From an optimization exercise on the open Yosys and OpenROAD flow, aimed at small area; shortcuts taken in it are not production practice. Function was checked by simulation only, so behaviour that the tests miss may differ from the original. No activity file was given, so power comes from the tool's default toggle rates. The flow treats the clock pin as an ideal source, which a real chip does not have.

==> run a <==
==> flow/design.v <==
`default_nettype none
package isa_pkg;
    typedef logic [32-1:0]  inst_t;
    typedef logic [5:0]              opcode_t;
    typedef logic [5:0]              funct_t;
    typedef logic [5-1:0] shamt_t;
    localparam opcode_t OP_SPECIAL = 6'b000000;
    localparam opcode_t OP_ADDI    = 6'b001000;
    localparam opcode_t OP_ADDIU   = 6'b001001;
    localparam opcode_t OP_SLTI    = 6'b001010;
    localparam opcode_t OP_SLTIU   = 6'b001011;
    localparam opcode_t OP_ANDI    = 6'b001100;
    localparam opcode_t OP_ORI     = 6'b001101;
    localparam opcode_t OP_XORI    = 6'b001110;
    localparam opcode_t OP_LUI     = 6'b001111;
    localparam funct_t FN_SLL  = 6'b000000;
    localparam funct_t FN_SRL  = 6'b000010;
    localparam funct_t FN_SRA  = 6'b000011;
    localparam funct_t FN_SLLV = 6'b000100;
    localparam funct_t FN_SRLV = 6'b000110;
    localparam funct_t FN_SRAV = 6'b000111;
    localparam funct_t FN_ADD  = 6'b100000;
    localparam funct_t FN_ADDU = 6'b100001;
    localparam funct_t FN_SUB  = 6'b100010;
    localparam funct_t FN_SUBU = 6'b100011;
    localparam funct_t FN_AND  = 6'b100100;
    localparam funct_t FN_OR   = 6'b100101;
    localparam funct_t FN_XOR  = 6'b100110;
    localparam funct_t FN_NOR  = 6'b100111;
    localparam funct_t FN_SLT  = 6'b101010;
    localparam funct_t FN_SLTU = 6'b101011;
endpackage
`default_nettype wire
`default_nettype none
package pipe_pkg;
    typedef logic [32-1:0]     word_t;
    typedef logic [5-1:0] reg_addr_t;
    typedef logic [7:0]                 aluop_t;
    typedef logic [2:0]                 alusel_t;
    localparam aluop_t ALU_NOP   = 8'b00000000;
    localparam aluop_t ALU_SRL   = 8'b00000010;
    localparam aluop_t ALU_SRA   = 8'b00000011;
    localparam aluop_t ALU_ADD   = 8'b00100000;
    localparam aluop_t ALU_ADDU  = 8'b00100001;
    localparam aluop_t ALU_SUB   = 8'b00100010;
    localparam aluop_t ALU_SUBU  = 8'b00100011;
    localparam aluop_t ALU_AND   = 8'b00100100;
    localparam aluop_t ALU_OR    = 8'b00100101;
    localparam aluop_t ALU_XOR   = 8'b00100110;
    localparam aluop_t ALU_NOR   = 8'b00100111;
    localparam aluop_t ALU_SLT   = 8'b00101010;
    localparam aluop_t ALU_SLTU  = 8'b00101011;
    localparam aluop_t ALU_ADDI  = 8'b01010101;
    localparam aluop_t ALU_ADDIU = 8'b01010110;
    localparam aluop_t ALU_SLL   = 8'b01111100;
    localparam alusel_t RES_NOP   = 3'b000;
    localparam alusel_t RES_LOGIC = 3'b001;
    localparam alusel_t RES_SHIFT = 3'b010;
    localparam alusel_t RES_ARITH = 3'b100;
endpackage
`default_nettype wire
`timescale 1ns/1ps
`default_nettype none
module inst_decoder (
    input  isa_pkg::inst_t       inst,
    output logic                 is_shift,    
    output logic                 is_imm,      
    output logic                 illegal,
    output logic [6:0]           aluop,       
    output pipe_pkg::word_t      imm          
);
    isa_pkg::opcode_t opcode;
    isa_pkg::funct_t  funct;
    logic [15:0]      imm16;
    logic             fn_shift;   
    logic             fn_rshift;  
    logic             fn_alu;     
    logic             is_reg;
    assign opcode = inst[31:26];
    assign funct  = inst[5:0];
    assign imm16  = inst[15:0];
    assign fn_shift  = (funct == isa_pkg::FN_SLL) || (funct == isa_pkg::FN_SRL) ||
                       (funct == isa_pkg::FN_SRA);
    assign fn_rshift = (funct == isa_pkg::FN_SLLV) || (funct == isa_pkg::FN_SRLV) ||
                       (funct == isa_pkg::FN_SRAV);
    assign fn_alu    = (funct[5:3] == 3'b100) || (funct[5:1] == 5'b10101);
    assign is_shift = (inst[31:21] == '0) && fn_shift;
    assign is_reg   = (opcode == isa_pkg::OP_SPECIAL) && (inst[10:6] == '0) &&
                      (fn_rshift || fn_alu);
    assign is_imm   = (opcode[5:3] == 3'b001);
    assign illegal  = !(is_shift || is_reg || is_imm);
    always_comb begin
        aluop = 7'h00;
        if (is_shift || (is_reg && fn_rshift)) begin
            case (funct[1:0])
                2'b00:   aluop = 7'h7C;
                2'b10:   aluop = 7'h02;
                default: aluop = 7'h03;
            endcase
        end else if (is_reg) begin
            aluop = {1'b0, funct};
        end else if (is_imm) begin
            case (opcode[2:0])
                3'b000:  aluop = 7'h55;
                3'b001:  aluop = 7'h56;
                3'b010:  aluop = 7'h2A;
                3'b011:  aluop = 7'h2B;
                3'b100:  aluop = 7'h24;
                3'b110:  aluop = 7'h26;
                default: aluop = 7'h25;    
            endcase
        end
    end
    always_comb begin
        if (opcode[2:0] == 3'b111)
            imm = {imm16, 16'h0000};
        else
            imm = {{16{imm16[15] & !opcode[2]}}, imm16};
    end
endmodule
`default_nettype wire
`timescale 1ns/1ps
`default_nettype none
module reg_file (
    input  logic                 clk,
    input  logic                 rst_n,
    input  logic                 we,
    input  pipe_pkg::reg_addr_t  waddr,
    input  pipe_pkg::word_t      wdata,
    output logic [32*32-1:0] regs_flat,
    output logic [32-1:0]             valid
);
    logic [32*32-1:32] regs;
    logic [32-1:1] vld;
    logic [32-1:1] wsel;
    always_comb begin
        for (int i = 1; i < 32; i++)
            wsel[i] = we && (waddr == i[4:0]);
    end
    always_ff @(posedge clk or negedge rst_n) begin
        if (!rst_n)
            vld <= '0;
        else
            vld <= vld | wsel;
    end
    always_ff @(posedge clk) begin
        for (int i = 1; i < 32; i++)
            if (wsel[i])
                regs[i*32 +: 32] <= wdata;
    end
    always_comb begin
        regs_flat[32-1:0] = '0;
        valid[0] = 1'b0;
        for (int i = 1; i < 32; i++) begin
            regs_flat[i*32 +: 32] = regs[i*32 +: 32];
            valid[i] = vld[i];
        end
    end
endmodule
`default_nettype wire
`timescale 1ns/1ps
`default_nettype none
module operand_select #(
    parameter bit CONST_ADDR_ZERO = 1'b0
) (
    input  logic                 use_const,
    input  pipe_pkg::word_t      const_val,
    input  pipe_pkg::reg_addr_t  addr,
    input  logic                 ex_wreg,
    input  pipe_pkg::reg_addr_t  ex_dest_addr,
    input  pipe_pkg::word_t      ex_dest_data,
    input  logic                 mem_wreg,
    input  pipe_pkg::reg_addr_t  mem_dest_addr,
    input  pipe_pkg::word_t      mem_dest_data,
    input  logic [32*32-1:0] regs_flat,
    input  logic [32-1:0]             valid,
    output pipe_pkg::word_t      src
);
    logic hit_ex, hit_mem;
    logic sel_ex, sel_mem;
    logic [32-1:0] sel_rf;
    assign hit_ex  = ex_wreg && (ex_dest_addr == addr);
    assign hit_mem = mem_wreg && (mem_dest_addr == addr);
    assign sel_ex  = !use_const && hit_ex;
    assign sel_mem = !use_const && !hit_ex && hit_mem;
    logic       rf_ok;
    logic [3:0] pre_lo;
    logic [7:0] pre_hi;
    assign rf_ok = (CONST_ADDR_ZERO || !use_const) && !hit_ex && !hit_mem;
    always_comb begin
        for (int j = 0; j < 4; j++)
            pre_lo[j] = (addr[1:0] == j[1:0]);
        for (int k = 0; k < 8; k++)
            pre_hi[k] = rf_ok && (addr[4:2] == k[2:0]);
        for (int i = 0; i < 32; i++)
            sel_rf[i] = valid[i] && pre_hi[i/4] && pre_lo[i%4];
    end
    localparam int NT = 32 + 2;           
    localparam int NG = (NT + 2) / 3;
    pipe_pkg::word_t term [NG*3];
    pipe_pkg::word_t grp  [NG];
    always_comb begin
        for (int k = 0; k < NG*3; k++)
            term[k] = '0;
        for (int i = 1; i < 32; i++)
            term[i-1] = regs_flat[i*32 +: 32] & {32{sel_rf[i]}};
        term[32-1] = ex_dest_data & {32{sel_ex}};
        term[32]   = mem_dest_data & {32{sel_mem}};
        term[32+1] = const_val & {32{use_const}};
        for (int g = 0; g < NG; g++)
            grp[g] = term[3*g] | term[3*g+1] | term[3*g+2];
        src = '0;
        for (int g = 0; g < NG; g++)
            src = src | grp[g];
    end
endmodule
`default_nettype wire
`timescale 1ns/1ps
`default_nettype none
module decode_stage (
    input  logic      clk,
    input  logic      rst_n,
    input  logic      inst_valid,
    input  isa_pkg::inst_t     inst,
    input  logic      wb_we,
    input  pipe_pkg::reg_addr_t wb_addr,
    input  pipe_pkg::word_t     wb_data,
    input  logic      fwd_ex_wreg,
    input  pipe_pkg::reg_addr_t fwd_ex_dest_addr,
    input  pipe_pkg::word_t     fwd_ex_dest_data,
    input  logic      fwd_mem_wreg,
    input  pipe_pkg::reg_addr_t fwd_mem_dest_addr,
    input  pipe_pkg::word_t     fwd_mem_dest_data,
    output logic      ex_valid,
    output logic      ex_illegal,
    output pipe_pkg::aluop_t    ex_aluop,
    output pipe_pkg::alusel_t   ex_alusel,
    output pipe_pkg::word_t     ex_src1,
    output pipe_pkg::word_t     ex_src2,
    output pipe_pkg::reg_addr_t ex_dest_addr,
    output logic      ex_wreg
);
    logic            dec_is_shift;
    logic            dec_is_imm;
    logic            dec_illegal;
    logic [6:0]      dec_aluop;
    pipe_pkg::word_t dec_imm;
    pipe_pkg::word_t sel_src1;
    pipe_pkg::word_t sel_src2;
    logic [32*32-1:0] rf_regs;
    logic [32-1:0]             rf_valid;
    inst_decoder inst_decoder_i (
        .inst     (inst),
        .is_shift (dec_is_shift),
        .is_imm   (dec_is_imm),
        .illegal  (dec_illegal),
        .aluop    (dec_aluop),
        .imm      (dec_imm)
    );
    reg_file reg_file_i (
        .clk       (clk),
        .rst_n     (rst_n),
        .we        (wb_we),
        .waddr     (wb_addr),
        .wdata     (wb_data),
        .regs_flat (rf_regs),
        .valid     (rf_valid)
    );
    operand_select #(.CONST_ADDR_ZERO(1'b1)) operand_select1_i (
        .use_const     (dec_is_shift),
        .const_val     ({27'b0, inst[10:6]}),
        .addr          (inst[25:21]),
        .ex_wreg       (fwd_ex_wreg),
        .ex_dest_addr  (fwd_ex_dest_addr),
        .ex_dest_data  (fwd_ex_dest_data),
        .mem_wreg      (fwd_mem_wreg),
        .mem_dest_addr (fwd_mem_dest_addr),
        .mem_dest_data (fwd_mem_dest_data),
        .regs_flat     (rf_regs),
        .valid         (rf_valid),
        .src           (sel_src1)
    );
    operand_select operand_select2_i (
        .use_const     (dec_is_imm),
        .const_val     (dec_imm),
        .addr          (inst[20:16]),
        .ex_wreg       (fwd_ex_wreg),
        .ex_dest_addr  (fwd_ex_dest_addr),
        .ex_dest_data  (fwd_ex_dest_data),
        .mem_wreg      (fwd_mem_wreg),
        .mem_dest_addr (fwd_mem_dest_addr),
        .mem_dest_data (fwd_mem_dest_data),
        .regs_flat     (rf_regs),
        .valid         (rf_valid),
        .src           (sel_src2)
    );
    logic       q_illegal;
    logic [6:0] q_aluop;
    logic [5:0] q_op;      
    logic       alu_logic, alu_shift;
    always_ff @(posedge clk or negedge rst_n) begin
        if (!rst_n)
            ex_valid <= 1'b0;
        else
            ex_valid <= inst_valid;
    end
    always_ff @(posedge clk) begin
        q_illegal    <= dec_illegal;
        q_op         <= {dec_aluop[6:5], dec_aluop[3:0]};
        ex_src1      <= sel_src1;
        ex_src2      <= sel_src2;
        ex_dest_addr <= dec_is_imm ? inst[20:16] : inst[15:11];
    end
    assign ex_illegal = q_illegal;
    assign ex_wreg    = !q_illegal;
    assign q_aluop    = {q_op[5:4], q_op[5], q_op[3:0]};
    assign ex_aluop   = {1'b0, q_aluop};
    assign alu_logic = (q_aluop[6:2] == 5'b01001);
    assign alu_shift = (q_aluop[6:5] == 2'b00) || (q_aluop[6] && q_aluop[3]);
    assign ex_alusel = {!alu_logic && !alu_shift, alu_shift, alu_logic};
endmodule
`default_nettype wire
==> flow/flow/run.sh <==
#!/bin/bash
# Own layout flow: the standard ORFS flow, with these changes:
#  - synthesis maps the logic with its own ABC script (flow/abc.script:
#    &nf mapping without restructuring, then ABC's buffering and
#    sizing) instead of ORFS's speed script; flip-flop mapping and
#    everything before and after it are unchanged;
#  - CTS clusters more sinks per buffer and adds no dummy loads;
#  - port buffers use buf_1.
# Each step's full output goes to a log file of its own here.
set -euo pipefail
work=$(pwd)
rm -rf "$work/scripts"
cp -r "$FLOW_HOME/scripts" "$work/scripts"
cp "$work/flow/abc.script" "$work/scripts/abc_speed.script"
export SCRIPTS_DIR="$work/scripts"
export CTS_ARGS="-sink_clustering_enable -repair_clock_nets -dont_use_dummy_load -sink_clustering_size 30 -sink_clustering_max_diameter 100"
export BUFFER_PORTS_ARGS="-buffer_cell sky130_fd_sc_hd__buf_1"
for step in ${LOCAL_TARGETS:-synth floorplan place cts route finish}; do
  bash standard.sh "$step" > "$work/flow_$step.log" 2>&1
done
==> flow/flow/abc.script <==
strash
&get -n
&nf -R 0 -p
&put
topo
stime -c
upsize -c
dnsize -c
==> flow/standard.sh <==
#!/bin/bash
# synth_recipe.tcl (not shown) runs the flow's synth.tcl, then flattens the netlist and writes it again
# the make line also repeats each setting of config.mk as NAME=value (left out here)
make -C /OpenROAD-flow-scripts/flow DESIGN_CONFIG=/design/flow/config.mk WORK_HOME=/design/flow/orfs CLKGATE_MAP_FILE= SYNTH_SCRIPT=/design/flow/synth_recipe.tcl "${@:-finish}"
==> flow/config.mk <==
export PLATFORM = sky130hd
export DESIGN_NAME = decode_stage
export DESIGN_NICKNAME = decode_stage
export VERILOG_FILES = /design/flow/design.v
export SDC_FILE = /design/flow/constraint.sdc
export NUM_CORES = 4
export LEC_CHECK = 0
export CAP_MARGIN = 15
export CORE_MARGIN = 2
export CORE_UTILIZATION = 70
export GPL_TIMING_DRIVEN = 0
export SETUP_SLACK_MARGIN = 0.1
export SLEW_MARGIN = 15
==> flow/constraint.sdc <==
create_clock -name core_clock -period 5.0 [get_ports {clk}]
set_input_delay 1.0000 -clock core_clock [delete_from_list [all_inputs] [get_ports {clk}]]
set_output_delay 1.0000 -clock core_clock [all_outputs]
set_load 0.01 [all_outputs]
==> run b (differences from run a) <==
==> flow/run.sh (new file) <==
#!/bin/bash
# synth_recipe.tcl (not shown) runs the flow's synth.tcl, then flattens the netlist and writes it again
# the make line also repeats each setting of config.mk as NAME=value (left out here)
make -C /OpenROAD-flow-scripts/flow DESIGN_CONFIG=/design/flow/config.mk WORK_HOME=/design/flow/orfs CLKGATE_MAP_FILE= SYNTH_SCRIPT=/design/flow/synth_recipe.tcl finish
removed: flow/flow/run.sh
removed: flow/flow/abc.script
removed: flow/standard.sh
==> reports/results.tsv <==
stage	metric	value	unit
clocking	post_cts_buffers	0	
layout	inverters	6	
yosys	syn_area	43110	um^2
layout	largest_register	reg_file_i.regs	
layout	area_dominant_class	flip-flops and latches	
setup_path	worstRegToRegCells	6	
power	p_leak	14.42	nW
outcome	status	timing/DRC/antenna clean	
route	ant_nets	0	
That was run a.
==> reports/results.tsv <==
stage	metric	value	unit
outcome	status	did not finish	
yosys	synth_most_common_cell	edfxtp_1	
placement	io_buffers	227	
yosys	syn_area	47290	um^2
yosys	synthCells	3399	
yosys	synthArstFlopShare	2.909	%
clocking	post_cts_buffers	4	
outcome	error_line	[ERROR GRT-0116] Global routing finished with congestion. Check the congestion regions in the DRC Viewer.	
outcome	failed_stage	global routing (5_1_grt)	
That was run b.

-- static timing again, ports no longer ideal --
Ports are ideal in the flow. The routed layout listed here was re-timed in OpenROAD. Step 1, drivers: a clkbuf_16 drives clk and a buf_2 each remaining input, both assumed. Step 2 moves the port delays by t, midway between the first and last clock arrival at a register: inputs arrive t later, outputs are due t later. That takes back most of the time a late clock gives input paths. a / b / c = ideal / step 1 / step 2; a / b = the first two.
run: run a
shift t [ns]: 0.692
slack for setup (ns): 0.350 / 0.391 / -0.301
hold slack, ns: 0.399 / 0.356 / 0.504
With both steps, setup timing fails in run a, where it was met with ideal ports. For run a, drivers alone change the setup slack by +0.041 ns; drivers and shift together by -0.651 ns.
